This is an optimization exercise on Yosys and OpenROAD, whose aim is small area, a short achievable clock period and few clock cycles, not a production implementation. Only simulation tests tie the RTL to the original design; equivalence was not proved. Power is estimated from default activity; no workload was simulated.

Design stepper_step_pulse_generator, start of the top module:
module stepper_step_pulse_generator #(
  parameter int PERIOD_BITS = 24
) (
  input  logic        clk,
  input  logic        rst_n,
  input  logic        in_valid,
  output logic        in_ready,
  input  logic [2:0]  in_req_type,
  input  logic [23:0] in_velocity,
  input  logic [31:0] in_step_value,
  output logic        out_valid,
  input  logic        out_ready,
  output logic        out_step_level,
  output logic        out_dir_level,
  output logic        out_enable_n,
  output logic [31:0] out_position,
  output logic        out_is_moving,
  output logic [23:0] out_period_out,
  input  logic        psel,
  input  logic        penable,
  input  logic        pwrite,
  input  logic [3:0]  paddr,
  input  logic [31:0] pwdata,
  output logic [31:0] prdata,
  output logic        pready
);
  localparam logic [36:0] TWO_N = 37'h1E84800000;   
  localparam logic [36:0] K_RST = 37'd655360000;     
  logic [15:0] spr_r, minp_r;
  logic [7:0]  pw_r;
  logic        spr_wr, kst_r;
  logic [36:0] k_r;
  logic        kbusy_r;
  logic [23:0] r_r;
  logic [24:0] q_r;
  logic [5:0]  it_r;
  logic        frun_r, ffin_r, fdone_r, ovf_r, dbit_r;
  logic [31:0] pos_r, tgt_r;
  logic        seek_r, dir_r, moving_r, en_n_r, step_r;
  logic [23:0] period_r, rem_r;
  logic [7:0]  pulse_r;
  logic        out_valid_r;
  logic pready_r;
  assign pready = pready_r;
  assign spr_wr = psel && !penable && pwrite && (paddr[3:2] == 2'd0);
  always_ff @(posedge clk) begin
    if (!rst_n) begin
      spr_r  <= 16'd200;
      minp_r <= 16'd100;
      pw_r   <= 8'd2;
    end else begin
      if (spr_wr) spr_r <= pwdata[15:0];
      if (psel && penable && pwrite) begin
        case (paddr[3:2])
  ...
==> flow/config.mk <==
export PLATFORM = sky130hd
export DESIGN_NAME = stepper_step_pulse_generator
export DESIGN_NICKNAME = stepper_step_pulse_generator
export VERILOG_FILES = /design/flow/design.v
export SDC_FILE = /design/flow/constraint.sdc
export NUM_CORES = 4
export LEC_CHECK = 0
export CAP_MARGIN = 5
export CORE_MARGIN = 2
export CORE_UTILIZATION = 40
export CTS_CLUSTER_DIAMETER = 100
export CTS_CLUSTER_SIZE = 20
export PLACE_DENSITY = 0.75
export SETUP_SLACK_MARGIN = 4.7
export SLEW_MARGIN = 5
==> flow/constraint.sdc <==
create_clock -name core_clock -period 9.0 [get_ports {clk}]
set_input_delay 1.8000 -clock core_clock [delete_from_list [all_inputs] [get_ports {clk}]]
set_output_delay 1.8000 -clock core_clock [all_outputs]
set_load 0.01 [all_outputs]
standard.sh (not shown) runs the stock make flow with config.mk's settings and CLKGATE_MAP_FILE= SYNTH_SCRIPT=/design/flow/synth_recipe.tcl, a recipe that flattens the netlist after the stock synthesis.
==> flow/flow/run.sh <==
#!/bin/bash
# The standard layout (standard.sh), with the port buffers that buffer_ports
# inserts on every input and output made the platform's smallest buffer,
# sky130_fd_sc_hd__buf_1, instead of its default choice (clkdlybuf4s50_1).
# Timing repair still resizes any port buffer on a critical path.
set -euo pipefail
export BUFFER_PORTS_ARGS="-buffer_cell sky130_fd_sc_hd__buf_1"
bash standard.sh > standard.log 2>&1
The starting point ran to the end with no violations.
Testbench counts at the start, summed over its fixed seeds: cycles 21,559.
==> next run, changes <==
--- a/flow/config.mk
+++ b/flow/config.mk
@@ -10,6 +10,5 @@
 export CORE_UTILIZATION = 40
-export CTS_CLUSTER_DIAMETER = 100
-export CTS_CLUSTER_SIZE = 20
-export PLACE_DENSITY = 0.75
-export SETUP_SLACK_MARGIN = 4.7
+export CTS_CLUSTER_DIAMETER = 80
+export CTS_CLUSTER_SIZE = 16
+export SETUP_SLACK_MARGIN = 4.8
 export SLEW_MARGIN = 5
=> The changed run completed with no timing, DRC or antenna violations; power rises by a few percent; cell area rises slightly; critical path depth does not change.

* * *

Another version of the RTL of stepper_step_pulse_generator (not shown whole).
For scale: ~200 I/O pins, roughly 0.021 mm2 of cells after synthesis.
clock: 9.0 ns
lec_check: 0
cap_margin: 5
core_margin: 2
core_utilization: 40
cts_cluster_diameter: 100
cts_cluster_size: 20
setup_slack_margin: 4.8
slew_margin: 5
run.sh (not shown) runs the stock make flow with config.mk's settings and CLKGATE_MAP_FILE= SYNTH_SCRIPT=/design/flow/synth_recipe.tcl, a recipe that flattens the netlist after the stock synthesis.
Stock flow here: none of the scripts above is used.
Testbench counts at the start, summed over its fixed seeds: cycles 21,559.
Change:
==> flow/flow/run.sh (new file) <==
#!/bin/bash
# The standard layout (standard.sh), with the port buffers that buffer_ports
# inserts on every input and output made the platform's smallest buffer,
# sky130_fd_sc_hd__buf_1, instead of its default choice (clkdlybuf4s50_1).
# Timing repair still resizes any port buffer on a critical path.
set -euo pipefail
export BUFFER_PORTS_ARGS="-buffer_cell sky130_fd_sc_hd__buf_1"
bash standard.sh > standard.log 2>&1
==> flow/standard.sh (new file) <==
#!/bin/bash
# synth_recipe.tcl (not shown) runs the flow's synth.tcl, then flattens the netlist and writes it again
# the make line also repeats each setting of config.mk as NAME=value (left out here)
make -C /OpenROAD-flow-scripts/flow DESIGN_CONFIG=/design/flow/config.mk WORK_HOME=/design/flow/orfs CLKGATE_MAP_FILE= SYNTH_SCRIPT=/design/flow/synth_recipe.tcl "${@:-finish}"
- SETUP_SLACK_MARGIN: 4.8 -> 4.75
removed: flow/run.sh
The changed run ran to the end with no violations.
Die area stays the same.
Design area is lower by 4.6%.
Cell count hardly moves.
Non-clock buffer count does not change.
Combinational power is lower by about 5%.
Clock skew is higher by 0.014 ns.
First-iteration DRC count is higher by 2.0%.
Fmax is higher by about 2%.
Sequential cell count stays the same.
Worst hold slack improves by 0.0039 ns.
Register-to-register slack barely changes.
Change:
- SETUP_SLACK_MARGIN: 4.75 -> 4.6
Outcome:
- routed wire length stays flat
- global-route usage is about the same
- worst hold slack hardly moves
- register-to-register slack got worse by 0.17 ns
- die area is unchanged
- total power goes down by 1.8%
- setup slack got worse by 0.12 ns
- clock-buffer cell count goes down by 4
- design area goes down by about 1.2%
- flip-flop and latch count does not change
- first-iteration DRC count goes up by 8.5%
Change:
- SETUP_SLACK_MARGIN: 4.6 -> 4.8
The changed run finished clean.
Synthesized cell count does not change.
First-iteration DRC count went down by 5.7%.
Register-to-register slack improved by 0.23 ns.

==> separate check: timing with driven ports <==
Ports are ideal in the flow. The routed layouts listed here were re-timed in OpenROAD.
Step 1 (the two cells are an assumption about what drives the block):
set clk [get_ports {clk}]
set_driving_cell -lib_cell sky130_fd_sc_hd__clkbuf_16 $clk
set_driving_cell -lib_cell sky130_fd_sc_hd__buf_2 [delete_from_list [all_inputs] $clk]
Step 2, shift: input delay + t, output delay - t, t = (earliest + latest rising clock arrival at the registers) / 2. This alone moves slack from input paths to output paths.
Slacks: ideal / step 1 / step 2; pairs: ideal / step 1.
run | t (ns) | setup WS [ns] | hold WS [ns] | worst setup path after step 2 | slew at the worst register clock pin (ns)
the first run of note 1 | 0.621 | 4.738 / 4.710 / 4.379 | 0.478 / 0.478 / 0.478 | input to register | 0.09 / 0.09
the second run of note 1 | 0.650 | 4.735 / 4.697 / 4.371 | 0.469 / 0.469 / 0.469 | input to register | 0.08 / 0.08
the first run of note 2 | 0.607 | 4.705 / 4.685 / 4.382 | 0.459 / 0.459 / 0.459 | input to register | 0.10 / 0.10
the second run of note 2 | 0.609 | 4.791 / 4.759 / 4.532 | 0.463 / 0.463 / 0.463 | input to register | 0.10 / 0.10
the third run of note 2 | 0.617 | 4.672 / 4.652 / 4.298 | 0.464 / 0.464 / 0.464 | input to register | 0.10 / 0.10
the fourth run of note 2 | 0.619 | 4.805 / 4.766 / 4.448 | 0.466 / 0.466 / 0.466 | input to register | 0.09 / 0.09
After both steps every run listed still meets setup and hold. The setup slack of the third run of note 2, which loses most, moves by -0.020 ns with the drivers and by -0.374 ns with both steps.
